Background: an optimization exercise with open tools, aiming at small area and a short achievable clock period. Do not read the settings as production practice. Only simulation tests tie the RTL to the original design; equivalence was not proved. Power figures rest on the tool's default switching activity, not on a simulated workload.

$ cat design/flow/config.mk
export PLATFORM = sky130hd
export DESIGN_NAME = kws_preprocess_top
export DESIGN_NICKNAME = kws_preprocess_top
export VERILOG_FILES = /design/flow/design.v
export SDC_FILE = /design/flow/constraint.sdc
export NUM_CORES = 4
export LEC_CHECK = 0
export CAP_MARGIN = 20
export CORE_MARGIN = 2
export CORE_UTILIZATION = 40
export SLEW_MARGIN = 20
$ cat design/flow/constraint.sdc
create_clock -name core_clock -period 10.0 [get_ports {hclk0}]
set_input_delay 2.0000 -clock core_clock [delete_from_list [all_inputs] [get_ports {hclk0}]]
set_output_delay 2.0000 -clock core_clock [all_outputs]
set_load 0.01 [all_outputs]
$ cat design/flow/design.v
`timescale 1ns/100ps
package kws_pre_pkg;
  typedef logic [31:0]        word_t;          
  typedef logic signed [15:0] sample_t;        
  typedef logic [11:0]        addr_t;          
  localparam int unsigned n_coef     = 64;     
  localparam int unsigned coef_idx_w = 6;
  localparam int unsigned fifo_depth = 8;      
  localparam int unsigned fifo_ptr_w = 3;      
  localparam int unsigned count_w    = 4;      
  localparam int unsigned shift_w    = 4;
  typedef logic [coef_idx_w-1:0] coef_idx_t;
  typedef logic [count_w-1:0]    count_t;
  localparam addr_t ctrl_addr   = 12'h000;
  localparam addr_t status_addr = 12'h004;
  localparam addr_t data_addr   = 12'h008;     
  localparam addr_t result_addr = 12'h00C;     
  typedef struct packed {
    logic      wr_ctrl;
    logic      wr_data;
    logic      wr_coef;
    logic      rd_ctrl;
    logic      rd_status;
    logic      rd_result;
    coef_idx_t coef_idx;
  } reg_acc_t;
  typedef struct packed {
    logic               enable;
    logic [shift_w-1:0] shift;
    coef_idx_t          frame_len;
  } pre_cfg_t;
  typedef struct packed {
    sample_t value;
    logic    last;    
  } result_t;
endpackage
`timescale 1ns/100ps
module ahb_slave_port (
  input  logic                  hclk0,
  input  logic                  hrst_b0,
  input  logic                  hsel,
  input  logic [11:0]           haddr,
  input  logic [1:0]            htrans,
  input  logic                  hwrite,
  input  logic                  hready_in,
  output kws_pre_pkg::reg_acc_t reg_acc
);
  logic accept;      
  logic wr, rd;
  always_comb begin
    accept = hsel & hready_in & htrans[1];
    wr     = accept & hwrite;
    rd     = accept & ~hwrite;
  end
  always_ff @(posedge hclk0 or negedge hrst_b0) begin
    if (!hrst_b0) begin
      reg_acc.wr_ctrl   <= 1'b0;
      reg_acc.wr_data   <= 1'b0;
      reg_acc.wr_coef   <= 1'b0;
      reg_acc.rd_result <= 1'b0;
    end else begin
      reg_acc.wr_ctrl   <= wr & (haddr == kws_pre_pkg::ctrl_addr);
      reg_acc.wr_data   <= wr & (haddr == kws_pre_pkg::data_addr);
      reg_acc.wr_coef   <= wr & (haddr[11:8] == 4'h1);
      reg_acc.rd_result <= rd & (haddr == kws_pre_pkg::result_addr);
    end
  end
  always_ff @(posedge hclk0) begin
    reg_acc.rd_ctrl   <= rd & (haddr == kws_pre_pkg::ctrl_addr);
    reg_acc.rd_status <= rd & (haddr == kws_pre_pkg::status_addr);
    reg_acc.coef_idx  <= haddr[7:2];
  end
endmodule
`timescale 1ns/100ps
module pre_regs (
  input  logic                   hclk0,
  input  logic                   hrst_b0,
  input  kws_pre_pkg::reg_acc_t  reg_acc,
  input  logic [31:0]            hwdata,
  output kws_pre_pkg::word_t     hrdata,
  output kws_pre_pkg::pre_cfg_t  cfg,
  output logic                   sample_push,
  input  logic                   in_full,
  input  kws_pre_pkg::count_t    in_count,
  output logic                   result_pop,
  input  kws_pre_pkg::result_t   result,
  input  kws_pre_pkg::count_t    out_count,
  input  logic                   out_empty
);
  logic               overflow_q;     
  kws_pre_pkg::word_t rd_word;
  always_comb begin
    sample_push = reg_acc.wr_data & ~in_full;               
    result_pop  = reg_acc.rd_result & ~out_empty;
  end
  always_ff @(posedge hclk0 or negedge hrst_b0) begin
    if (!hrst_b0) begin
      cfg        <= '0;
      overflow_q <= 1'b0;
    end else begin
      if (reg_acc.wr_ctrl) begin
        cfg.enable    <= hwdata[0];
        cfg.shift     <= hwdata[7:4];
        cfg.frame_len <= hwdata[21:16];
      end
      if (reg_acc.wr_data && in_full) begin
        overflow_q <= 1'b1;
      end else if (reg_acc.wr_ctrl && hwdata[1]) begin
        overflow_q <= 1'b0;                                 
      end
    end
  end
  always_comb begin
    rd_word = '0;
    if (reg_acc.rd_ctrl) begin
      rd_word[0]     = cfg.enable;
      rd_word[7:4]   = cfg.shift;
      rd_word[21:16] = cfg.frame_len;
    end
    if (reg_acc.rd_status) begin
      rd_word[3:0]   = in_count;
      rd_word[11:8]  = out_count;
      rd_word[16]    = overflow_q;
    end
    if (reg_acc.rd_result && !out_empty) begin
      rd_word[31]    = 1'b1;
      rd_word[30]    = result.last;
      rd_word[29:0]  = {{14{result.value[15]}}, result.value};    
    end
  end
  always_ff @(posedge hclk0) begin
    hrdata <= rd_word;
  end
endmodule
`timescale 1ns/100ps
module coef_ram (
  input  logic                   hclk0,
  input  logic                   wr_en,
  input  kws_pre_pkg::coef_idx_t wr_index,
  input  kws_pre_pkg::sample_t   wr_value,
  input  logic [7:0]             rd_lo,       
  input  logic [7:0]             rd_hi,       
  output kws_pre_pkg::sample_t   rd_value
);
  kws_pre_pkg::sample_t mem [kws_pre_pkg::n_coef];
  kws_pre_pkg::sample_t grp [8];
  kws_pre_pkg::sample_t rd_mux;
  always_ff @(posedge hclk0) begin
    if (wr_en) begin
      mem[wr_index] <= wr_value;
    end
  end
  always_comb begin
    rd_mux = '0;
    for (int h = 0; h < 8; h++) begin
      grp[h] = '0;
      for (int l = 0; l < 8; l++) begin
        grp[h] = grp[h] | (mem[8*h+l] & {16{rd_lo[l]}});
      end
      rd_mux = rd_mux | (grp[h] & {16{rd_hi[h]}});
    end
  end
  always_ff @(posedge hclk0) begin
    rd_value <= rd_mux;
  end
endmodule
`timescale 1ns/100ps
module stream_fifo #(
  parameter int unsigned width = 16
) (
  input  logic                hclk0,
  input  logic                hrst_b0,
  input  logic                push,
  input  logic [width-1:0]    push_data,
  input  logic                pop,
  output logic [width-1:0]    pop_data,
  output logic                full,
  output logic                empty,
  output kws_pre_pkg::count_t count
);
  logic [width-1:0]                     mem [kws_pre_pkg::fifo_depth];
  logic [kws_pre_pkg::fifo_ptr_w-1:0]   wr_ptr;
  logic [kws_pre_pkg::fifo_ptr_w-1:0]   rd_ptr;
  always_ff @(posedge hclk0 or negedge hrst_b0) begin
    if (!hrst_b0) begin
      wr_ptr <= '0;
      rd_ptr <= '0;
      count  <= '0;
    end else begin
      if (push) begin
        wr_ptr <= wr_ptr + 1'b1;
      end
      if (pop) begin
        rd_ptr <= rd_ptr + 1'b1;
      end
      if (push != pop) begin
        count <= push ? count + 1'b1 : count - 1'b1;
      end
    end
  end
  always_ff @(posedge hclk0) begin
    if (push) begin
      mem[wr_ptr] <= push_data;
    end
  end
  always_comb begin
    pop_data = mem[rd_ptr];
    full     = count[3];                                
    empty    = (count == '0);
  end
endmodule
module result_queue (
  input  logic                hclk0,
  input  logic                hrst_b0,
  input  logic                push,
  input  logic [16:0]         push_data,
  input  logic                pop,
  output logic [16:0]         pop_data,
  output logic                empty,
  output kws_pre_pkg::count_t count
);
  logic [16:0] mem [kws_pre_pkg::fifo_depth];
  logic [2:0]  wr_ptr;
  logic [2:0]  rd_ptr;
  logic        st_valid;
  logic [2:0]  st_ptr;
  logic [16:0] st_data;
  always_ff @(posedge hclk0 or negedge hrst_b0) begin
    if (!hrst_b0) begin
      wr_ptr   <= '0;
      rd_ptr   <= '0;
      count    <= '0;
      st_valid <= 1'b0;
    end else begin
      st_valid <= push;
      if (push) begin
        wr_ptr <= wr_ptr + 1'b1;
      end
      if (pop) begin
        rd_ptr <= rd_ptr + 1'b1;
      end
      if (push != pop) begin
        count <= push ? count + 1'b1 : count - 1'b1;
      end
    end
  end
  always_ff @(posedge hclk0) begin
    st_data <= push_data;
    st_ptr  <= wr_ptr;
    if (st_valid) begin
      mem[st_ptr] <= st_data;
    end
  end
  always_comb begin
    pop_data = (st_valid && st_ptr == rd_ptr) ? st_data : mem[rd_ptr];
    empty    = (count == '0);
  end
endmodule
`timescale 1ns/100ps
module window_engine (
  input  logic                   hclk0,
  input  logic                   hrst_b0,
  input  kws_pre_pkg::pre_cfg_t  cfg,
  input  kws_pre_pkg::sample_t   in_data,
  input  logic                   in_empty,
  output logic                   in_pop,
  output logic [7:0]             coef_lo,
  output logic [7:0]             coef_hi,
  input  kws_pre_pkg::sample_t   coef_value,
  input  kws_pre_pkg::count_t    out_count,
  output logic                   out_push,
  output kws_pre_pkg::result_t   out_data
);
  logic [7:0]             fi_lo;
  logic [7:0]             fi_hi;
  logic                   frame_end;
  logic [4:0]             occupancy;    
  logic                   s1_valid;
  kws_pre_pkg::sample_t   s1_sample;
  logic                   s1_last;
  logic [31:0]            pp_sum, pp_carry;
  logic                   s2_valid;
  logic [31:0]            s2_sum, s2_carry;
  logic [3:0]             s2_shift;
  logic                   s2_last;
  logic [31:0]            product;
  logic [15:0]            shifted;      
  logic [15:0]            keep;         
  logic                   fits;
  kws_pre_pkg::sample_t   saturated;
  always_comb begin
    occupancy = out_count + s1_valid + s2_valid;
    frame_end = fi_lo[cfg.frame_len[2:0]] & fi_hi[cfg.frame_len[5:3]];
    in_pop    = cfg.enable & ~in_empty & (occupancy < 5'(kws_pre_pkg::fifo_depth));
    coef_lo   = fi_lo;
    coef_hi   = fi_hi;
  end
  always_ff @(posedge hclk0 or negedge hrst_b0) begin
    if (!hrst_b0) begin
      fi_lo    <= 8'h01;
      fi_hi    <= 8'h01;
      s1_valid <= 1'b0;
      s2_valid <= 1'b0;
    end else begin
      s1_valid <= in_pop;
      s2_valid <= s1_valid;
      if (!cfg.enable || (in_pop && frame_end)) begin
        fi_lo <= 8'h01;
        fi_hi <= 8'h01;
      end else if (in_pop) begin
        fi_lo <= {fi_lo[6:0], fi_lo[7]};
        if (fi_lo[7]) begin
          fi_hi <= {fi_hi[6:0], fi_hi[7]};
        end
      end
    end
  end
  always_ff @(posedge hclk0) begin
    s1_sample <= in_data;
    s1_last   <= frame_end;
    s2_sum    <= pp_sum;
    s2_carry  <= pp_carry;
    s2_shift  <= cfg.shift;
    s2_last   <= s1_last;
  end
  kws_mul_csa u_mul (
    .x       (s1_sample),
    .y       (coef_value),
    .sum_o   (pp_sum),
    .carry_o (pp_carry)
  );
  always_comb begin
    product = s2_sum + s2_carry;
    shifted = 16'(product[30:0] >> s2_shift);
    for (int j = 0; j < 16; j++) begin
      keep[j] = (j >= s2_shift) ? (product[15+j] ~^ product[31]) : 1'b1;
    end
    fits = &keep;
    if (fits) begin
      saturated = shifted;
    end else begin
      saturated = product[31] ? 16'sh8000 : 16'sh7FFF;
    end
    out_push       = s2_valid;
    out_data.value = saturated;
    out_data.last  = s2_last;
  end
endmodule
module kws_mul_csa (
  input  logic [15:0] x,         
  input  logic [15:0] y,         
  output logic [31:0] sum_o,
  output logic [31:0] carry_o
);
  logic [7:0] neg, one, two;
  logic [16:0] pp0;
  logic [16:0] pp1;
  logic [16:0] pp2;
  logic [16:0] pp3;
  logic [16:0] pp4;
  logic [16:0] pp5;
  logic [16:0] pp6;
  logic [16:0] pp7;
  assign neg[0] = y[1];
  assign one[0] = y[0] ^ 1'b0;
  assign two[0] = (y[1] & ~y[0] & ~1'b0) | (~y[1] & y[0] & 1'b0);
  assign pp0[0] = (one[0] & x[0]) ^ neg[0];
  assign pp0[1] = ((one[0] & x[1]) | (two[0] & x[0])) ^ neg[0];
  assign pp0[2] = ((one[0] & x[2]) | (two[0] & x[1])) ^ neg[0];
  assign pp0[3] = ((one[0] & x[3]) | (two[0] & x[2])) ^ neg[0];
  assign pp0[4] = ((one[0] & x[4]) | (two[0] & x[3])) ^ neg[0];
  assign pp0[5] = ((one[0] & x[5]) | (two[0] & x[4])) ^ neg[0];
  assign pp0[6] = ((one[0] & x[6]) | (two[0] & x[5])) ^ neg[0];
  assign pp0[7] = ((one[0] & x[7]) | (two[0] & x[6])) ^ neg[0];
  assign pp0[8] = ((one[0] & x[8]) | (two[0] & x[7])) ^ neg[0];
  assign pp0[9] = ((one[0] & x[9]) | (two[0] & x[8])) ^ neg[0];
  assign pp0[10] = ((one[0] & x[10]) | (two[0] & x[9])) ^ neg[0];
  assign pp0[11] = ((one[0] & x[11]) | (two[0] & x[10])) ^ neg[0];
  assign pp0[12] = ((one[0] & x[12]) | (two[0] & x[11])) ^ neg[0];
  assign pp0[13] = ((one[0] & x[13]) | (two[0] & x[12])) ^ neg[0];
  assign pp0[14] = ((one[0] & x[14]) | (two[0] & x[13])) ^ neg[0];
  assign pp0[15] = ((one[0] & x[15]) | (two[0] & x[14])) ^ neg[0];
  assign pp0[16] = ((one[0] & x[15]) | (two[0] & x[15])) ^ neg[0];
  assign neg[1] = y[3];
  assign one[1] = y[2] ^ y[1];
  assign two[1] = (y[3] & ~y[2] & ~y[1]) | (~y[3] & y[2] & y[1]);
  assign pp1[0] = (one[1] & x[0]) ^ neg[1];
  assign pp1[1] = ((one[1] & x[1]) | (two[1] & x[0])) ^ neg[1];
  assign pp1[2] = ((one[1] & x[2]) | (two[1] & x[1])) ^ neg[1];
  assign pp1[3] = ((one[1] & x[3]) | (two[1] & x[2])) ^ neg[1];
  assign pp1[4] = ((one[1] & x[4]) | (two[1] & x[3])) ^ neg[1];
  assign pp1[5] = ((one[1] & x[5]) | (two[1] & x[4])) ^ neg[1];
  assign pp1[6] = ((one[1] & x[6]) | (two[1] & x[5])) ^ neg[1];
  assign pp1[7] = ((one[1] & x[7]) | (two[1] & x[6])) ^ neg[1];
  assign pp1[8] = ((one[1] & x[8]) | (two[1] & x[7])) ^ neg[1];
  assign pp1[9] = ((one[1] & x[9]) | (two[1] & x[8])) ^ neg[1];
  assign pp1[10] = ((one[1] & x[10]) | (two[1] & x[9])) ^ neg[1];
  assign pp1[11] = ((one[1] & x[11]) | (two[1] & x[10])) ^ neg[1];
  assign pp1[12] = ((one[1] & x[12]) | (two[1] & x[11])) ^ neg[1];
  assign pp1[13] = ((one[1] & x[13]) | (two[1] & x[12])) ^ neg[1];
  assign pp1[14] = ((one[1] & x[14]) | (two[1] & x[13])) ^ neg[1];
  assign pp1[15] = ((one[1] & x[15]) | (two[1] & x[14])) ^ neg[1];
  assign pp1[16] = ((one[1] & x[15]) | (two[1] & x[15])) ^ neg[1];
  assign neg[2] = y[5];
  assign one[2] = y[4] ^ y[3];
  assign two[2] = (y[5] & ~y[4] & ~y[3]) | (~y[5] & y[4] & y[3]);
  assign pp2[0] = (one[2] & x[0]) ^ neg[2];
  assign pp2[1] = ((one[2] & x[1]) | (two[2] & x[0])) ^ neg[2];
  assign pp2[2] = ((one[2] & x[2]) | (two[2] & x[1])) ^ neg[2];
  assign pp2[3] = ((one[2] & x[3]) | (two[2] & x[2])) ^ neg[2];
  assign pp2[4] = ((one[2] & x[4]) | (two[2] & x[3])) ^ neg[2];
  assign pp2[5] = ((one[2] & x[5]) | (two[2] & x[4])) ^ neg[2];
  assign pp2[6] = ((one[2] & x[6]) | (two[2] & x[5])) ^ neg[2];
  assign pp2[7] = ((one[2] & x[7]) | (two[2] & x[6])) ^ neg[2];
  assign pp2[8] = ((one[2] & x[8]) | (two[2] & x[7])) ^ neg[2];
  assign pp2[9] = ((one[2] & x[9]) | (two[2] & x[8])) ^ neg[2];
  assign pp2[10] = ((one[2] & x[10]) | (two[2] & x[9])) ^ neg[2];
  assign pp2[11] = ((one[2] & x[11]) | (two[2] & x[10])) ^ neg[2];
  assign pp2[12] = ((one[2] & x[12]) | (two[2] & x[11])) ^ neg[2];
  assign pp2[13] = ((one[2] & x[13]) | (two[2] & x[12])) ^ neg[2];
  assign pp2[14] = ((one[2] & x[14]) | (two[2] & x[13])) ^ neg[2];
  assign pp2[15] = ((one[2] & x[15]) | (two[2] & x[14])) ^ neg[2];
  assign pp2[16] = ((one[2] & x[15]) | (two[2] & x[15])) ^ neg[2];
  assign neg[3] = y[7];
  assign one[3] = y[6] ^ y[5];
  assign two[3] = (y[7] & ~y[6] & ~y[5]) | (~y[7] & y[6] & y[5]);
  assign pp3[0] = (one[3] & x[0]) ^ neg[3];
  assign pp3[1] = ((one[3] & x[1]) | (two[3] & x[0])) ^ neg[3];
  assign pp3[2] = ((one[3] & x[2]) | (two[3] & x[1])) ^ neg[3];
  assign pp3[3] = ((one[3] & x[3]) | (two[3] & x[2])) ^ neg[3];
  assign pp3[4] = ((one[3] & x[4]) | (two[3] & x[3])) ^ neg[3];
  assign pp3[5] = ((one[3] & x[5]) | (two[3] & x[4])) ^ neg[3];
  assign pp3[6] = ((one[3] & x[6]) | (two[3] & x[5])) ^ neg[3];
  assign pp3[7] = ((one[3] & x[7]) | (two[3] & x[6])) ^ neg[3];
  assign pp3[8] = ((one[3] & x[8]) | (two[3] & x[7])) ^ neg[3];
  assign pp3[9] = ((one[3] & x[9]) | (two[3] & x[8])) ^ neg[3];
  assign pp3[10] = ((one[3] & x[10]) | (two[3] & x[9])) ^ neg[3];
  assign pp3[11] = ((one[3] & x[11]) | (two[3] & x[10])) ^ neg[3];
  assign pp3[12] = ((one[3] & x[12]) | (two[3] & x[11])) ^ neg[3];
  assign pp3[13] = ((one[3] & x[13]) | (two[3] & x[12])) ^ neg[3];
  assign pp3[14] = ((one[3] & x[14]) | (two[3] & x[13])) ^ neg[3];
  assign pp3[15] = ((one[3] & x[15]) | (two[3] & x[14])) ^ neg[3];
  assign pp3[16] = ((one[3] & x[15]) | (two[3] & x[15])) ^ neg[3];
  assign neg[4] = y[9];
  assign one[4] = y[8] ^ y[7];
  assign two[4] = (y[9] & ~y[8] & ~y[7]) | (~y[9] & y[8] & y[7]);
  assign pp4[0] = (one[4] & x[0]) ^ neg[4];
  assign pp4[1] = ((one[4] & x[1]) | (two[4] & x[0])) ^ neg[4];
  assign pp4[2] = ((one[4] & x[2]) | (two[4] & x[1])) ^ neg[4];
  assign pp4[3] = ((one[4] & x[3]) | (two[4] & x[2])) ^ neg[4];
  assign pp4[4] = ((one[4] & x[4]) | (two[4] & x[3])) ^ neg[4];
  assign pp4[5] = ((one[4] & x[5]) | (two[4] & x[4])) ^ neg[4];
  assign pp4[6] = ((one[4] & x[6]) | (two[4] & x[5])) ^ neg[4];
  assign pp4[7] = ((one[4] & x[7]) | (two[4] & x[6])) ^ neg[4];
  assign pp4[8] = ((one[4] & x[8]) | (two[4] & x[7])) ^ neg[4];
  assign pp4[9] = ((one[4] & x[9]) | (two[4] & x[8])) ^ neg[4];
  assign pp4[10] = ((one[4] & x[10]) | (two[4] & x[9])) ^ neg[4];
  assign pp4[11] = ((one[4] & x[11]) | (two[4] & x[10])) ^ neg[4];
  assign pp4[12] = ((one[4] & x[12]) | (two[4] & x[11])) ^ neg[4];
  assign pp4[13] = ((one[4] & x[13]) | (two[4] & x[12])) ^ neg[4];
  assign pp4[14] = ((one[4] & x[14]) | (two[4] & x[13])) ^ neg[4];
  assign pp4[15] = ((one[4] & x[15]) | (two[4] & x[14])) ^ neg[4];
  assign pp4[16] = ((one[4] & x[15]) | (two[4] & x[15])) ^ neg[4];
  assign neg[5] = y[11];
  assign one[5] = y[10] ^ y[9];
  assign two[5] = (y[11] & ~y[10] & ~y[9]) | (~y[11] & y[10] & y[9]);
  assign pp5[0] = (one[5] & x[0]) ^ neg[5];
  assign pp5[1] = ((one[5] & x[1]) | (two[5] & x[0])) ^ neg[5];
  assign pp5[2] = ((one[5] & x[2]) | (two[5] & x[1])) ^ neg[5];
  assign pp5[3] = ((one[5] & x[3]) | (two[5] & x[2])) ^ neg[5];
  assign pp5[4] = ((one[5] & x[4]) | (two[5] & x[3])) ^ neg[5];
  assign pp5[5] = ((one[5] & x[5]) | (two[5] & x[4])) ^ neg[5];
  assign pp5[6] = ((one[5] & x[6]) | (two[5] & x[5])) ^ neg[5];
  assign pp5[7] = ((one[5] & x[7]) | (two[5] & x[6])) ^ neg[5];
  assign pp5[8] = ((one[5] & x[8]) | (two[5] & x[7])) ^ neg[5];
  assign pp5[9] = ((one[5] & x[9]) | (two[5] & x[8])) ^ neg[5];
  assign pp5[10] = ((one[5] & x[10]) | (two[5] & x[9])) ^ neg[5];
  assign pp5[11] = ((one[5] & x[11]) | (two[5] & x[10])) ^ neg[5];
  assign pp5[12] = ((one[5] & x[12]) | (two[5] & x[11])) ^ neg[5];
  assign pp5[13] = ((one[5] & x[13]) | (two[5] & x[12])) ^ neg[5];
  assign pp5[14] = ((one[5] & x[14]) | (two[5] & x[13])) ^ neg[5];
  assign pp5[15] = ((one[5] & x[15]) | (two[5] & x[14])) ^ neg[5];
  assign pp5[16] = ((one[5] & x[15]) | (two[5] & x[15])) ^ neg[5];
  assign neg[6] = y[13];
  assign one[6] = y[12] ^ y[11];
  assign two[6] = (y[13] & ~y[12] & ~y[11]) | (~y[13] & y[12] & y[11]);
  assign pp6[0] = (one[6] & x[0]) ^ neg[6];
  assign pp6[1] = ((one[6] & x[1]) | (two[6] & x[0])) ^ neg[6];
  assign pp6[2] = ((one[6] & x[2]) | (two[6] & x[1])) ^ neg[6];
  assign pp6[3] = ((one[6] & x[3]) | (two[6] & x[2])) ^ neg[6];
  assign pp6[4] = ((one[6] & x[4]) | (two[6] & x[3])) ^ neg[6];
  assign pp6[5] = ((one[6] & x[5]) | (two[6] & x[4])) ^ neg[6];
  assign pp6[6] = ((one[6] & x[6]) | (two[6] & x[5])) ^ neg[6];
  assign pp6[7] = ((one[6] & x[7]) | (two[6] & x[6])) ^ neg[6];
  assign pp6[8] = ((one[6] & x[8]) | (two[6] & x[7])) ^ neg[6];
  assign pp6[9] = ((one[6] & x[9]) | (two[6] & x[8])) ^ neg[6];
  assign pp6[10] = ((one[6] & x[10]) | (two[6] & x[9])) ^ neg[6];
  assign pp6[11] = ((one[6] & x[11]) | (two[6] & x[10])) ^ neg[6];
  assign pp6[12] = ((one[6] & x[12]) | (two[6] & x[11])) ^ neg[6];
  assign pp6[13] = ((one[6] & x[13]) | (two[6] & x[12])) ^ neg[6];
  assign pp6[14] = ((one[6] & x[14]) | (two[6] & x[13])) ^ neg[6];
  assign pp6[15] = ((one[6] & x[15]) | (two[6] & x[14])) ^ neg[6];
  assign pp6[16] = ((one[6] & x[15]) | (two[6] & x[15])) ^ neg[6];
  assign neg[7] = y[15];
  assign one[7] = y[14] ^ y[13];
  assign two[7] = (y[15] & ~y[14] & ~y[13]) | (~y[15] & y[14] & y[13]);
  assign pp7[0] = (one[7] & x[0]) ^ neg[7];
  assign pp7[1] = ((one[7] & x[1]) | (two[7] & x[0])) ^ neg[7];
  assign pp7[2] = ((one[7] & x[2]) | (two[7] & x[1])) ^ neg[7];
  assign pp7[3] = ((one[7] & x[3]) | (two[7] & x[2])) ^ neg[7];
  assign pp7[4] = ((one[7] & x[4]) | (two[7] & x[3])) ^ neg[7];
  assign pp7[5] = ((one[7] & x[5]) | (two[7] & x[4])) ^ neg[7];
  assign pp7[6] = ((one[7] & x[6]) | (two[7] & x[5])) ^ neg[7];
  assign pp7[7] = ((one[7] & x[7]) | (two[7] & x[6])) ^ neg[7];
  assign pp7[8] = ((one[7] & x[8]) | (two[7] & x[7])) ^ neg[7];
  assign pp7[9] = ((one[7] & x[9]) | (two[7] & x[8])) ^ neg[7];
  assign pp7[10] = ((one[7] & x[10]) | (two[7] & x[9])) ^ neg[7];
  assign pp7[11] = ((one[7] & x[11]) | (two[7] & x[10])) ^ neg[7];
  assign pp7[12] = ((one[7] & x[12]) | (two[7] & x[11])) ^ neg[7];
  assign pp7[13] = ((one[7] & x[13]) | (two[7] & x[12])) ^ neg[7];
  assign pp7[14] = ((one[7] & x[14]) | (two[7] & x[13])) ^ neg[7];
  assign pp7[15] = ((one[7] & x[15]) | (two[7] & x[14])) ^ neg[7];
  assign pp7[16] = ((one[7] & x[15]) | (two[7] & x[15])) ^ neg[7];
  logic s0, c0;
  assign s0 = pp0[10] ^ pp1[8];
  assign c0 = pp0[10] & pp1[8];
  logic s1, c1;
  assign s1 = pp0[11] ^ pp1[9];
  assign c1 = pp0[11] & pp1[9];
  logic s2, c2;
  assign s2 = pp0[12] ^ pp1[10] ^ pp2[8];
  assign c2 = (pp0[12] & pp1[10]) | (pp0[12] & pp2[8]) | (pp1[10] & pp2[8]);
  logic s3, c3;
  assign s3 = pp3[6] ^ pp4[4];
  assign c3 = pp3[6] & pp4[4];
  logic s4, c4;
  assign s4 = pp0[13] ^ pp1[11] ^ pp2[9];
  assign c4 = (pp0[13] & pp1[11]) | (pp0[13] & pp2[9]) | (pp1[11] & pp2[9]);
  logic s5, c5;
  assign s5 = pp3[7] ^ pp4[5];
  assign c5 = pp3[7] & pp4[5];
  logic s6, c6;
  assign s6 = pp0[14] ^ pp1[12] ^ pp2[10];
  assign c6 = (pp0[14] & pp1[12]) | (pp0[14] & pp2[10]) | (pp1[12] & pp2[10]);
  logic s7, c7;
  assign s7 = pp3[8] ^ pp4[6] ^ pp5[4];
  assign c7 = (pp3[8] & pp4[6]) | (pp3[8] & pp5[4]) | (pp4[6] & pp5[4]);
  logic s8, c8;
  assign s8 = pp6[2] ^ pp7[0];
  assign c8 = pp6[2] & pp7[0];
  logic s9, c9;
  assign s9 = pp0[15] ^ pp1[13] ^ pp2[11];
  assign c9 = (pp0[15] & pp1[13]) | (pp0[15] & pp2[11]) | (pp1[13] & pp2[11]);
  logic s10, c10;
  assign s10 = pp3[9] ^ pp4[7] ^ pp5[5];
  assign c10 = (pp3[9] & pp4[7]) | (pp3[9] & pp5[5]) | (pp4[7] & pp5[5]);
  logic s11, c11;
  assign s11 = pp6[3] ^ pp7[1];
  assign c11 = pp6[3] & pp7[1];
  logic s12, c12;
  assign s12 = pp0[16] ^ pp1[14] ^ pp2[12];
  assign c12 = (pp0[16] & pp1[14]) | (pp0[16] & pp2[12]) | (pp1[14] & pp2[12]);
  logic s13, c13;
  assign s13 = pp3[10] ^ pp4[8] ^ pp5[6];
  assign c13 = (pp3[10] & pp4[8]) | (pp3[10] & pp5[6]) | (pp4[8] & pp5[6]);
  logic s14, c14;
  assign s14 = pp6[4] ^ pp7[2];
  assign c14 = pp6[4] & pp7[2];
  logic s15, c15;
  assign s15 = pp0[16] ^ pp1[15] ^ pp2[13];
  assign c15 = (pp0[16] & pp1[15]) | (pp0[16] & pp2[13]) | (pp1[15] & pp2[13]);
  logic s16, c16;
  assign s16 = pp3[11] ^ pp4[9] ^ pp5[7];
  assign c16 = (pp3[11] & pp4[9]) | (pp3[11] & pp5[7]) | (pp4[9] & pp5[7]);
  logic s17, c17;
  assign s17 = pp6[5] ^ pp7[3];
  assign c17 = pp6[5] & pp7[3];
  logic s18, c18;
  assign s18 = ~pp0[16] ^ ~pp1[16] ^ pp2[14];
  assign c18 = (~pp0[16] & ~pp1[16]) | (~pp0[16] & pp2[14]) | (~pp1[16] & pp2[14]);
  logic s19, c19;
  assign s19 = pp3[12] ^ pp4[10] ^ pp5[8];
  assign c19 = (pp3[12] & pp4[10]) | (pp3[12] & pp5[8]) | (pp4[10] & pp5[8]);
  logic s20, c20;
  assign s20 = pp6[6] ^ pp7[4];
  assign c20 = pp6[6] & pp7[4];
  logic s21, c21;
  assign s21 = 1'b1 ^ pp2[15] ^ pp3[13];
  assign c21 = (1'b1 & pp2[15]) | (1'b1 & pp3[13]) | (pp2[15] & pp3[13]);
  logic s22, c22;
  assign s22 = pp4[11] ^ pp5[9] ^ pp6[7];
  assign c22 = (pp4[11] & pp5[9]) | (pp4[11] & pp6[7]) | (pp5[9] & pp6[7]);
  logic s23, c23;
  assign s23 = ~pp2[16] ^ pp3[14] ^ pp4[12];
  assign c23 = (~pp2[16] & pp3[14]) | (~pp2[16] & pp4[12]) | (pp3[14] & pp4[12]);
  logic s24, c24;
  assign s24 = 1'b1 ^ pp3[15];
  assign c24 = 1'b1 & pp3[15];
  logic s25, c25;
  assign s25 = pp0[6] ^ pp1[4];
  assign c25 = pp0[6] & pp1[4];
  logic s26, c26;
  assign s26 = pp0[7] ^ pp1[5];
  assign c26 = pp0[7] & pp1[5];
  logic s27, c27;
  assign s27 = pp0[8] ^ pp1[6] ^ pp2[4];
  assign c27 = (pp0[8] & pp1[6]) | (pp0[8] & pp2[4]) | (pp1[6] & pp2[4]);
  logic s28, c28;
  assign s28 = pp3[2] ^ pp4[0];
  assign c28 = pp3[2] & pp4[0];
  logic s29, c29;
  assign s29 = pp0[9] ^ pp1[7] ^ pp2[5];
  assign c29 = (pp0[9] & pp1[7]) | (pp0[9] & pp2[5]) | (pp1[7] & pp2[5]);
  logic s30, c30;
  assign s30 = pp3[3] ^ pp4[1];
  assign c30 = pp3[3] & pp4[1];
  logic s31, c31;
  assign s31 = pp2[6] ^ pp3[4] ^ pp4[2];
  assign c31 = (pp2[6] & pp3[4]) | (pp2[6] & pp4[2]) | (pp3[4] & pp4[2]);
  logic s32, c32;
  assign s32 = pp5[0] ^ neg[5] ^ s0;
  assign c32 = (pp5[0] & neg[5]) | (pp5[0] & s0) | (neg[5] & s0);
  logic s33, c33;
  assign s33 = pp2[7] ^ pp3[5] ^ pp4[3];
  assign c33 = (pp2[7] & pp3[5]) | (pp2[7] & pp4[3]) | (pp3[5] & pp4[3]);
  logic s34, c34;
  assign s34 = pp5[1] ^ c0 ^ s1;
  assign c34 = (pp5[1] & c0) | (pp5[1] & s1) | (c0 & s1);
  logic s35, c35;
  assign s35 = pp5[2] ^ pp6[0] ^ neg[6];
  assign c35 = (pp5[2] & pp6[0]) | (pp5[2] & neg[6]) | (pp6[0] & neg[6]);
  logic s36, c36;
  assign s36 = c1 ^ s2 ^ s3;
  assign c36 = (c1 & s2) | (c1 & s3) | (s2 & s3);
  logic s37, c37;
  assign s37 = pp5[3] ^ pp6[1] ^ c2;
  assign c37 = (pp5[3] & pp6[1]) | (pp5[3] & c2) | (pp6[1] & c2);
  logic s38, c38;
  assign s38 = c3 ^ s4 ^ s5;
  assign c38 = (c3 & s4) | (c3 & s5) | (s4 & s5);
  logic s39, c39;
  assign s39 = neg[7] ^ c4 ^ c5;
  assign c39 = (neg[7] & c4) | (neg[7] & c5) | (c4 & c5);
  logic s40, c40;
  assign s40 = s6 ^ s7 ^ s8;
  assign c40 = (s6 & s7) | (s6 & s8) | (s7 & s8);
  logic s41, c41;
  assign s41 = c6 ^ c7 ^ c8;
  assign c41 = (c6 & c7) | (c6 & c8) | (c7 & c8);
  logic s42, c42;
  assign s42 = s9 ^ s10 ^ s11;
  assign c42 = (s9 & s10) | (s9 & s11) | (s10 & s11);
  logic s43, c43;
  assign s43 = c9 ^ c10 ^ c11;
  assign c43 = (c9 & c10) | (c9 & c11) | (c10 & c11);
  logic s44, c44;
  assign s44 = s12 ^ s13 ^ s14;
  assign c44 = (s12 & s13) | (s12 & s14) | (s13 & s14);
  logic s45, c45;
  assign s45 = c12 ^ c13 ^ c14;
  assign c45 = (c12 & c13) | (c12 & c14) | (c13 & c14);
  logic s46, c46;
  assign s46 = s15 ^ s16 ^ s17;
  assign c46 = (s15 & s16) | (s15 & s17) | (s16 & s17);
  logic s47, c47;
  assign s47 = c15 ^ c16 ^ c17;
  assign c47 = (c15 & c16) | (c15 & c17) | (c16 & c17);
  logic s48, c48;
  assign s48 = s18 ^ s19 ^ s20;
  assign c48 = (s18 & s19) | (s18 & s20) | (s19 & s20);
  logic s49, c49;
  assign s49 = pp7[5] ^ c18 ^ c19;
  assign c49 = (pp7[5] & c18) | (pp7[5] & c19) | (c18 & c19);
  logic s50, c50;
  assign s50 = c20 ^ s21 ^ s22;
  assign c50 = (c20 & s21) | (c20 & s22) | (s21 & s22);
  logic s51, c51;
  assign s51 = pp5[10] ^ pp6[8] ^ pp7[6];
  assign c51 = (pp5[10] & pp6[8]) | (pp5[10] & pp7[6]) | (pp6[8] & pp7[6]);
  logic s52, c52;
  assign s52 = c21 ^ c22 ^ s23;
  assign c52 = (c21 & c22) | (c21 & s23) | (c22 & s23);
  logic s53, c53;
  assign s53 = pp4[13] ^ pp5[11] ^ pp6[9];
  assign c53 = (pp4[13] & pp5[11]) | (pp4[13] & pp6[9]) | (pp5[11] & pp6[9]);
  logic s54, c54;
  assign s54 = pp7[7] ^ c23 ^ s24;
  assign c54 = (pp7[7] & c23) | (pp7[7] & s24) | (c23 & s24);
  logic s55, c55;
  assign s55 = ~pp3[16] ^ pp4[14] ^ pp5[12];
  assign c55 = (~pp3[16] & pp4[14]) | (~pp3[16] & pp5[12]) | (pp4[14] & pp5[12]);
  logic s56, c56;
  assign s56 = pp6[10] ^ pp7[8] ^ c24;
  assign c56 = (pp6[10] & pp7[8]) | (pp6[10] & c24) | (pp7[8] & c24);
  logic s57, c57;
  assign s57 = 1'b1 ^ pp4[15] ^ pp5[13];
  assign c57 = (1'b1 & pp4[15]) | (1'b1 & pp5[13]) | (pp4[15] & pp5[13]);
  logic s58, c58;
  assign s58 = pp6[11] ^ pp7[9];
  assign c58 = pp6[11] & pp7[9];
  logic s59, c59;
  assign s59 = ~pp4[16] ^ pp5[14] ^ pp6[12];
  assign c59 = (~pp4[16] & pp5[14]) | (~pp4[16] & pp6[12]) | (pp5[14] & pp6[12]);
  logic s60, c60;
  assign s60 = 1'b1 ^ pp5[15];
  assign c60 = 1'b1 & pp5[15];
  logic s61, c61;
  assign s61 = pp0[4] ^ pp1[2];
  assign c61 = pp0[4] & pp1[2];
  logic s62, c62;
  assign s62 = pp0[5] ^ pp1[3];
  assign c62 = pp0[5] & pp1[3];
  logic s63, c63;
  assign s63 = pp2[2] ^ pp3[0] ^ neg[3];
  assign c63 = (pp2[2] & pp3[0]) | (pp2[2] & neg[3]) | (pp3[0] & neg[3]);
  logic s64, c64;
  assign s64 = pp2[3] ^ pp3[1] ^ c25;
  assign c64 = (pp2[3] & pp3[1]) | (pp2[3] & c25) | (pp3[1] & c25);
  logic s65, c65;
  assign s65 = neg[4] ^ c26 ^ s27;
  assign c65 = (neg[4] & c26) | (neg[4] & s27) | (c26 & s27);
  logic s66, c66;
  assign s66 = c27 ^ c28 ^ s29;
  assign c66 = (c27 & c28) | (c27 & s29) | (c28 & s29);
  logic s67, c67;
  assign s67 = c29 ^ c30 ^ s31;
  assign c67 = (c29 & c30) | (c29 & s31) | (c30 & s31);
  logic s68, c68;
  assign s68 = c31 ^ c32 ^ s33;
  assign c68 = (c31 & c32) | (c31 & s33) | (c32 & s33);
  logic s69, c69;
  assign s69 = c33 ^ c34 ^ s35;
  assign c69 = (c33 & c34) | (c33 & s35) | (c34 & s35);
  logic s70, c70;
  assign s70 = c35 ^ c36 ^ s37;
  assign c70 = (c35 & c36) | (c35 & s37) | (c36 & s37);
  logic s71, c71;
  assign s71 = c37 ^ c38 ^ s39;
  assign c71 = (c37 & c38) | (c37 & s39) | (c38 & s39);
  logic s72, c72;
  assign s72 = c39 ^ c40 ^ s41;
  assign c72 = (c39 & c40) | (c39 & s41) | (c40 & s41);
  logic s73, c73;
  assign s73 = c41 ^ c42 ^ s43;
  assign c73 = (c41 & c42) | (c41 & s43) | (c42 & s43);
  logic s74, c74;
  assign s74 = c43 ^ c44 ^ s45;
  assign c74 = (c43 & c44) | (c43 & s45) | (c44 & s45);
  logic s75, c75;
  assign s75 = c45 ^ c46 ^ s47;
  assign c75 = (c45 & c46) | (c45 & s47) | (c46 & s47);
  logic s76, c76;
  assign s76 = c47 ^ c48 ^ s49;
  assign c76 = (c47 & c48) | (c47 & s49) | (c48 & s49);
  logic s77, c77;
  assign s77 = c49 ^ c50 ^ s51;
  assign c77 = (c49 & c50) | (c49 & s51) | (c50 & s51);
  logic s78, c78;
  assign s78 = c51 ^ c52 ^ s53;
  assign c78 = (c51 & c52) | (c51 & s53) | (c52 & s53);
  logic s79, c79;
  assign s79 = c53 ^ c54 ^ s55;
  assign c79 = (c53 & c54) | (c53 & s55) | (c54 & s55);
  logic s80, c80;
  assign s80 = c55 ^ c56 ^ s57;
  assign c80 = (c55 & c56) | (c55 & s57) | (c56 & s57);
  logic s81, c81;
  assign s81 = pp7[10] ^ c57 ^ c58;
  assign c81 = (pp7[10] & c57) | (pp7[10] & c58) | (c57 & c58);
  logic s82, c82;
  assign s82 = pp6[13] ^ pp7[11] ^ c59;
  assign c82 = (pp6[13] & pp7[11]) | (pp6[13] & c59) | (pp7[11] & c59);
  logic s83, c83;
  assign s83 = ~pp5[16] ^ pp6[14] ^ pp7[12];
  assign c83 = (~pp5[16] & pp6[14]) | (~pp5[16] & pp7[12]) | (pp6[14] & pp7[12]);
  logic s84, c84;
  assign s84 = 1'b1 ^ pp6[15];
  assign c84 = 1'b1 & pp6[15];
  logic s85, c85;
  assign s85 = pp0[2] ^ pp1[0];
  assign c85 = pp0[2] & pp1[0];
  logic s86, c86;
  assign s86 = pp0[3] ^ pp1[1];
  assign c86 = pp0[3] & pp1[1];
  logic s87, c87;
  assign s87 = pp2[0] ^ neg[2] ^ s61;
  assign c87 = (pp2[0] & neg[2]) | (pp2[0] & s61) | (neg[2] & s61);
  logic s88, c88;
  assign s88 = pp2[1] ^ c61 ^ s62;
  assign c88 = (pp2[1] & c61) | (pp2[1] & s62) | (c61 & s62);
  logic s89, c89;
  assign s89 = s25 ^ c62 ^ s63;
  assign c89 = (s25 & c62) | (s25 & s63) | (c62 & s63);
  logic s90, c90;
  assign s90 = s26 ^ c63 ^ s64;
  assign c90 = (s26 & c63) | (s26 & s64) | (c63 & s64);
  logic s91, c91;
  assign s91 = s28 ^ c64 ^ s65;
  assign c91 = (s28 & c64) | (s28 & s65) | (c64 & s65);
  logic s92, c92;
  assign s92 = s30 ^ c65 ^ s66;
  assign c92 = (s30 & c65) | (s30 & s66) | (c65 & s66);
  logic s93, c93;
  assign s93 = s32 ^ c66 ^ s67;
  assign c93 = (s32 & c66) | (s32 & s67) | (c66 & s67);
  logic s94, c94;
  assign s94 = s34 ^ c67 ^ s68;
  assign c94 = (s34 & c67) | (s34 & s68) | (c67 & s68);
  logic s95, c95;
  assign s95 = s36 ^ c68 ^ s69;
  assign c95 = (s36 & c68) | (s36 & s69) | (c68 & s69);
  logic s96, c96;
  assign s96 = s38 ^ c69 ^ s70;
  assign c96 = (s38 & c69) | (s38 & s70) | (c69 & s70);
  logic s97, c97;
  assign s97 = s40 ^ c70 ^ s71;
  assign c97 = (s40 & c70) | (s40 & s71) | (c70 & s71);
  logic s98, c98;
  assign s98 = s42 ^ c71 ^ s72;
  assign c98 = (s42 & c71) | (s42 & s72) | (c71 & s72);
  logic s99, c99;
  assign s99 = s44 ^ c72 ^ s73;
  assign c99 = (s44 & c72) | (s44 & s73) | (c72 & s73);
  logic s100, c100;
  assign s100 = s46 ^ c73 ^ s74;
  assign c100 = (s46 & c73) | (s46 & s74) | (c73 & s74);
  logic s101, c101;
  assign s101 = s48 ^ c74 ^ s75;
  assign c101 = (s48 & c74) | (s48 & s75) | (c74 & s75);
  logic s102, c102;
  assign s102 = s50 ^ c75 ^ s76;
  assign c102 = (s50 & c75) | (s50 & s76) | (c75 & s76);
  logic s103, c103;
  assign s103 = s52 ^ c76 ^ s77;
  assign c103 = (s52 & c76) | (s52 & s77) | (c76 & s77);
  logic s104, c104;
  assign s104 = s54 ^ c77 ^ s78;
  assign c104 = (s54 & c77) | (s54 & s78) | (c77 & s78);
  logic s105, c105;
  assign s105 = s56 ^ c78 ^ s79;
  assign c105 = (s56 & c78) | (s56 & s79) | (c78 & s79);
  logic s106, c106;
  assign s106 = s58 ^ c79 ^ s80;
  assign c106 = (s58 & c79) | (s58 & s80) | (c79 & s80);
  logic s107, c107;
  assign s107 = s59 ^ c80 ^ s81;
  assign c107 = (s59 & c80) | (s59 & s81) | (c80 & s81);
  logic s108, c108;
  assign s108 = s60 ^ c81 ^ s82;
  assign c108 = (s60 & c81) | (s60 & s82) | (c81 & s82);
  logic s109, c109;
  assign s109 = c60 ^ c82 ^ s83;
  assign c109 = (c60 & c82) | (c60 & s83) | (c82 & s83);
  logic s110, c110;
  assign s110 = pp7[13] ^ c83 ^ s84;
  assign c110 = (pp7[13] & c83) | (pp7[13] & s84) | (c83 & s84);
  logic s111, c111;
  assign s111 = ~pp6[16] ^ pp7[14] ^ c84;
  assign c111 = (~pp6[16] & pp7[14]) | (~pp6[16] & c84) | (pp7[14] & c84);
  logic s112, c112;
  assign s112 = 1'b1 ^ pp7[15];
  assign c112 = 1'b1 & pp7[15];
  assign sum_o[0] = pp0[0];
  assign carry_o[0] = neg[0];
  assign sum_o[1] = pp0[1];
  assign carry_o[1] = 1'b0;
  assign sum_o[2] = neg[1];
  assign carry_o[2] = s85;
  assign sum_o[3] = c85;
  assign carry_o[3] = s86;
  assign sum_o[4] = c86;
  assign carry_o[4] = s87;
  assign sum_o[5] = c87;
  assign carry_o[5] = s88;
  assign sum_o[6] = c88;
  assign carry_o[6] = s89;
  assign sum_o[7] = c89;
  assign carry_o[7] = s90;
  assign sum_o[8] = c90;
  assign carry_o[8] = s91;
  assign sum_o[9] = c91;
  assign carry_o[9] = s92;
  assign sum_o[10] = c92;
  assign carry_o[10] = s93;
  assign sum_o[11] = c93;
  assign carry_o[11] = s94;
  assign sum_o[12] = c94;
  assign carry_o[12] = s95;
  assign sum_o[13] = c95;
  assign carry_o[13] = s96;
  assign sum_o[14] = c96;
  assign carry_o[14] = s97;
  assign sum_o[15] = c97;
  assign carry_o[15] = s98;
  assign sum_o[16] = c98;
  assign carry_o[16] = s99;
  assign sum_o[17] = c99;
  assign carry_o[17] = s100;
  assign sum_o[18] = c100;
  assign carry_o[18] = s101;
  assign sum_o[19] = c101;
  assign carry_o[19] = s102;
  assign sum_o[20] = c102;
  assign carry_o[20] = s103;
  assign sum_o[21] = c103;
  assign carry_o[21] = s104;
  assign sum_o[22] = c104;
  assign carry_o[22] = s105;
  assign sum_o[23] = c105;
  assign carry_o[23] = s106;
  assign sum_o[24] = c106;
  assign carry_o[24] = s107;
  assign sum_o[25] = c107;
  assign carry_o[25] = s108;
  assign sum_o[26] = c108;
  assign carry_o[26] = s109;
  assign sum_o[27] = c109;
  assign carry_o[27] = s110;
  assign sum_o[28] = c110;
  assign carry_o[28] = s111;
  assign sum_o[29] = c111;
  assign carry_o[29] = s112;
  assign sum_o[30] = ~pp7[16];
  assign carry_o[30] = c112;
  assign sum_o[31] = 1'b1;
  assign carry_o[31] = 1'b0;
endmodule
`timescale 1ns/100ps
module kws_preprocess_top (
  input  logic                  hclk0,
  input  logic                  hrst_b0,
  input  logic                  hsel,
  input  logic [11:0]           haddr,
  input  logic [1:0]            htrans,
  input  logic                  hwrite,
  input  logic [31:0]           hwdata,
  input  logic                  hready_in,
  output logic [31:0]           hrdata
);
  kws_pre_pkg::reg_acc_t  reg_acc;
  kws_pre_pkg::pre_cfg_t  cfg;
  logic                   sample_push;
  logic                   in_full;
  logic                   in_empty;
  kws_pre_pkg::count_t    in_count;
  logic                   in_pop;
  kws_pre_pkg::sample_t   in_data;
  logic [7:0]             coef_lo;
  logic [7:0]             coef_hi;
  kws_pre_pkg::sample_t   coef_value;
  logic                   out_push;
  kws_pre_pkg::result_t   out_data;
  logic                   result_pop;
  kws_pre_pkg::result_t   result;
  kws_pre_pkg::count_t    out_count;
  logic                   out_empty;
  ahb_slave_port u_port (
    .hclk0     (hclk0),
    .hrst_b0   (hrst_b0),
    .hsel      (hsel),
    .haddr     (haddr),
    .htrans    (htrans),
    .hwrite    (hwrite),
    .hready_in (hready_in),
    .reg_acc   (reg_acc)
  );
  pre_regs u_regs (
    .hclk0       (hclk0),
    .hrst_b0     (hrst_b0),
    .reg_acc     (reg_acc),
    .hwdata      (hwdata),
    .hrdata      (hrdata),
    .cfg         (cfg),
    .sample_push (sample_push),
    .in_full     (in_full),
    .in_count    (in_count),
    .result_pop  (result_pop),
    .result      (result),
    .out_count   (out_count),
    .out_empty   (out_empty)
  );
  coef_ram u_coef (
    .hclk0    (hclk0),
    .wr_en    (reg_acc.wr_coef),
    .wr_index (reg_acc.coef_idx),
    .wr_value (hwdata[15:0]),
    .rd_lo    (coef_lo),
    .rd_hi    (coef_hi),
    .rd_value (coef_value)
  );
  stream_fifo #(.width(16)) u_in_fifo (
    .hclk0     (hclk0),
    .hrst_b0   (hrst_b0),
    .push      (sample_push),
    .push_data (hwdata[15:0]),
    .pop       (in_pop),
    .pop_data  (in_data),
    .full      (in_full),
    .empty     (in_empty),
    .count     (in_count)
  );
  window_engine u_engine (
    .hclk0      (hclk0),
    .hrst_b0    (hrst_b0),
    .cfg        (cfg),
    .in_data    (in_data),
    .in_empty   (in_empty),
    .in_pop     (in_pop),
    .coef_lo    (coef_lo),
    .coef_hi    (coef_hi),
    .coef_value (coef_value),
    .out_count  (out_count),
    .out_push   (out_push),
    .out_data   (out_data)
  );
  result_queue u_out_fifo (
    .hclk0     (hclk0),
    .hrst_b0   (hrst_b0),
    .push      (out_push),
    .push_data (out_data),
    .pop       (result_pop),
    .pop_data  (result),
    .empty     (out_empty),
    .count     (out_count)
  );
endmodule
$ cat design/flow/flow/run.sh
#!/bin/bash
# Standard layout, with timing repair aimed below the clock period:
# repair_timing works on every path with less than SETUP_SLACK_MARGIN slack.
set -euo pipefail
bash standard.sh SETUP_SLACK_MARGIN=7.0 finish > standard_flow.log 2>&1
$ cat design/flow/standard.sh
#!/bin/bash
# synth_recipe.tcl (not shown) runs the flow's synth.tcl, then flattens the netlist and writes it again
# the make line also repeats each setting of config.mk as NAME=value (left out here)
make -C /OpenROAD-flow-scripts/flow DESIGN_CONFIG=/design/flow/config.mk WORK_HOME=/design/flow/orfs CLKGATE_MAP_FILE= SYNTH_SCRIPT=/design/flow/synth_recipe.tcl "${@:-finish}"
==> run notes <==
==> worst max path at each step <==
| stage | slack, ns | end | startpoint | depth (start not counted) |
|---|---|---|---|---|
| floorplan | 6.38 | u_out_fifo.st_data[10] | u_engine.s2_carry[9] | 15 |
| global placement | 5.30 | u_out_fifo.st_data[8] | u_engine.s2_carry[9] | 12 |
| detailed placement | 5.25 | u_out_fifo.st_data[8] | u_engine.s2_carry[9] | 12 |
| CTS | 6.22 | u_out_fifo.st_data[9] | u_engine.s2_carry[8] | 14 |
| global route | 6.08 | u_out_fifo.st_data[9] | u_engine.s2_carry[6] | 15 |
| finish | 6.21 | u_out_fifo.st_data[9] | u_engine.s2_carry[8] | 14 |
==> cells in the final DEF, fill, tap and decap left out, types with 19 or more instances in the layout <==
| cell | netlist | final |
|---|---|---|
| mux4_2 | 76 | 76 |
| clkdlybuf4s50_1 | 0 | 22 |
| maj3_1 | 28 | 19 |
| nor3_1 | 31 | 23 |
| xnor2_1 | 47 | 44 |
| inv_1 | 119 | 89 |
| nand2_1 | 236 | 227 |
| o22ai_1 | 34 | 23 |
| nor2_2 | 0 | 34 |
| nor2_1 | 263 | 205 |
| buf_6 | 2 | 61 |
| a221oi_1 | 26 | 20 |
| dfxtp_4 | 0 | 21 |
| o21ai_0 | 171 | 124 |
| dfrtp_1 | 53 | 44 |
| a22oi_1 | 608 | 603 |
| o211ai_1 | 28 | 28 |
| clkinv_2 | 0 | 21 |
| fa_2 | 0 | 46 |
| a21oi_1 | 207 | 186 |
| fa_1 | 87 | 41 |
| bufbuf_16 | 0 | 21 |
| o21ai_1 | 3 | 35 |
| dfxtp_1 | 151 | 115 |
| a211oi_1 | 47 | 34 |
| a21oi_2 | 1 | 19 |
| nand3_1 | 53 | 46 |
| nand4_1 | 152 | 152 |
| clkbuf_16 | 0 | 154 |
| edfxtp_1 | 1288 | 1288 |
| buf_2 | 3 | 28 |
| clkinv_1 | 10 | 22 |
| ha_1 | 60 | 49 |
| mux2i_1 | 64 | 63 |
| clkbuf_1 | 300 | 45 |
| buf_4 | 8 | 188 |
| nor2_4 | 0 | 26 |
| mux2_2 | 41 | 41 |
| buf_12 | 0 | 32 |
| inv_2 | 2 | 22 |
==> metrics by stage <==
step,instances,total power [mW]
3_3_place_gp,6404,7.04
5_1_grt,6841,12.8
6_report,6842,12.5
4_1_cts,6809,12.5
2_1_floorplan,4486,6.92
3_5_place_dp,6405,7.04
==> kinds of logic after synthesis <==
logic type / share of synthesized area (%)
DFF: 67.7
AOI/OAI and AO/OA: 13.2
and+or+nand+nor: 6.12
buffers and inverters: 2.97
muxes: 4.59
adders and majority gates: 4.36
xor gates and xnor gates: 0.991
==> worst max-delay path: stages, from the launching register on <==
cell	delay, ns
dfxtp_2	0.32
ha_4	0.25
a21o_1	0.18
a221o_1	0.36
a221oi_4	0.41
o31a_1	0.26
o21ai_4	0.08
buf_6	0.14
or3_4	0.39
a32oi_4	0.20
a21oi_2	0.10
o311ai_4	0.25
nand4_4	0.20
buf_12	0.20
mux2_4	0.29
==> final cells by class <==
class	instances	area, um^2
Clock buffer	202	4050
Fill cell	13446	82700
Inverter	131	603
Multi-Input combinational cell	2504	20000
Clock inverter	68	815
Sequential cell	1494	43200
Timing Repair inverter	1	5.00
Antenna cell	1	2.50
Timing Repair Buffer	369	4160
Tap cell	2072	2590
==> what timing repair did <==
item                       CTS  global route
gates resized for setup    499           128
setup endpoints to repair  265           185
pin swaps                  101            51
gates cloned                34             1
setup buffers              100            31
==> cell usage after synthesis, types with 20 or more instances <==
cell / count
clkbuf_1: 300
edfxtp_1: 1288
nand2_1: 236
inv_1: 119
o22ai_1: 34
maj3_1: 28
ha_1: 60
mux2i_1: 64
a22oi_1: 608
nor2b_1: 20
xnor2_1: 47
nor2_1: 263
a211oi_1: 47
a21oi_1: 207
buf_1: 47
mux4_2: 76
xor2_1: 25
o21ai_0: 171
mux2_2: 41
dfxtp_1: 151
o211ai_1: 28
nand3_1: 53
a221oi_1: 26
fa_1: 87
dfrtp_1: 53
nand4_1: 152
nor3_1: 31
==> per-layer routing <==
metal  vias up  wire length (um)
met3       366             17600
met2      2097             83200
li1      17871                 -
met4         0              5880
met1     20759             77700
met5         -                 0
==> sequential cells by signal, indices dropped and copies added (netlist names), 4 cells and up <==
| register | flops |
|---|---|
| u_regs.cfg | 11 |
| u_in_fifo.count | 4 |
| u_out_fifo.st_data | 17 |
| u_regs.hrdata | 24 |
| u_out_fifo.mem | 136 |
| u_port.reg_acc | 12 |
| u_coef.rd_value | 16 |
| u_engine.s2_shift | 4 |
| u_engine.s1_sample | 16 |
| u_engine.fi_lo | 8 |
| u_engine.s2_carry | 30 |
| u_in_fifo.mem | 128 |
| u_out_fifo.count | 4 |
| u_engine.fi_hi | 8 |
| u_coef.mem | 1024 |
| u_engine.s2_sum | 31 |
==> power breakdown <==
part           internal, mW  leakage (nW)  switching [mW]
Combinational        0.0314          9.03           0.122
Sequential             6.75          13.6         0.00683
Clock                  3.12          2.35            2.42
Total                  9.90          25.0            2.55
==> metrics.md <==
| Metric | Value |
|---|---|
| Yosys cell types | 79 |
| First-pass GRT wire length | 267,000 um |
| Drt wl/cell | 27.0 um |
| Worst hold margin | 0.346 ns |
| Top cell type's share of synthesized area | 60.8% |
| Drc violations | 0 |
| Hold Path End | u_engine.s2_last |
| Final setup viols | 0 |
| Synth Instances | around 4,500 |
| Vias in the first global route | between 30,000 and 40,000 |
| IO Count | a little over 80 |
| Sequential share of the synthesized area | 67.7% |
| Status | finished clean |
| Nets | 4,851 |
| Clock-pin slew on the worst setup and hold paths | about 0.06 ns |
| Initial antenna violation count | 2 |
| Skew-Pair Late Insertion Delay | slightly above 0.8 ns |
| Fin util | 47.7% |
| Initial DRC count | approximately 5,200 |
| Post-Place Setup Slack | 5.25 ns |
| Met1 usage | between 30% and 40% |
| Post-layout instance area | roughly 75,000 um^2 |
| Hold Path Stages | 0 |
| Max cap viols | 0 |
| Routed WL | 184,000 um |
| Unrepaired setup endpoints after global routing | true |
| Worst Reg-to-Reg Cells | 14 |
| Worst hold path type | flop to flop |
| Largest net degree at the start of global routing | 92 |
| Synth warn | 7 |
| CP required | between 10 and 15 ns |
| Share of cells above drive strength 1 | 21.8% |
| Async set-reset flop share out of synthesis | under 10% |
| GRT Total Usage | 22.2% |
| Worst slew pin tran | 1.21 ns |
| Tcrit/Tclk final | around 38% |
| Via-to-Cell Ratio | 6.01 |
| GR Util met3 | about 4.7% |
| Dpl hpwl | approximately 100,000 um |
| Num CTS Buffers | 152 |
| Via count | roughly 41,000 |
| R2R setup slack | a little over 6 ns |
| Pwr/cell area | between 150 and 200 nW/um^2 |
| Leakage power | about 25 nW |
| CTS Buffer Depth | 3 |
| CTS root buffer | clkbuf_16 |
| Fmax | ~260 MHz |
| Rel. slew slack | between 10% and 20% |
| Area leader, netlist | edfxtp_1 |
| Clock Skew | 0.0609 ns |
| Initial Util | 40.2% |
| TritonCTS clock tree | done |
| Crit Path Class | flop to flop |
| # H-tree levels | 4 |
| Syn_area_per_cell | 14.2 um^2 |
| Gpl congestion | 0.889 |
| Reg2reg start | u_engine.s2_carry[8] |
| CP Data Arrival Time | roughly 4.5 ns |
| Hold_sp | u_engine.s1_last |
| Crit path launch type | flop |
| #FFs+latches synth | ~1,500 |
| Setup TNS | 0 ns |
| Worst-path maximum fanout | 8 |
| Row count | 146 |
| Setup crit end kind | flop |
| Routing usage on met2 | roughly a third |
| Die ar. | 162,000 um^2 |
| Die width | approximately 400 um |
| Placed inst area | around 67,000 um^2 |
| Syn nets | approximately 4,700 |
| Reg2reg end | u_out_fifo.st_data[9] |
| Worst setup margin | slightly above 6 ns |
| Clk sinks | 1,494 |
| Die height | 403 um |
| Core Area | 158,000 um^2 |
| Top_reg_cell synth | edfxtp_1 |
| Area grow syn2layout | 18.6% |
| GR Overflow Total | 0 |
| Post-synth EDFFs | 1,288 |
| Final ANT Viol Nets | 0 |
| Endpoints failing hold | 0 |
| Peak VDD IR | approximately 140 uV |
| Synth top area cells | edfxtp_1 61%, a22oi_1 7.2%, dfxtp_1 4.8%, fa_1 2.7%, mux4_2 2.7% |
| Max-slew violation count | 0 |
| Initial DRT Pass Iterations | 7 |
| Tmin final | between 3 and 4 ns |
| GRT busiest layer | met2 |
| Mapped Area | 63,600 um^2 |
| PortBufs | 71 |
| Hold-fix buffers, CTS | 0 |

static timing again, ports no longer ideal:
No port has a modelled driver above. Below, the same layout with a new extraction and two added sets of constraints.
Step 1 sets driving cells, clkbuf_16 on the clock port and buf_2 on the other inputs (assumed; they add their load-dependent delay and slew).
Step 2 moves the port delays by t, midway between the first and last clock arrival at a register: inputs arrive t later, outputs are due t later. That takes back most of the time a late clock gives input paths.
Three values: ideal ports, drivers, drivers and shift; two values: the first two.
t, ns: 0.857
slack for setup (ns): 6.211 / 6.211 / 6.211
latest minus earliest clock arrival (ns): 0.064 / 0.063
After both steps setup and hold are still met in this run. The setup slack of this run moves by 0.000 ns with the drivers and by 0.000 ns with both steps.
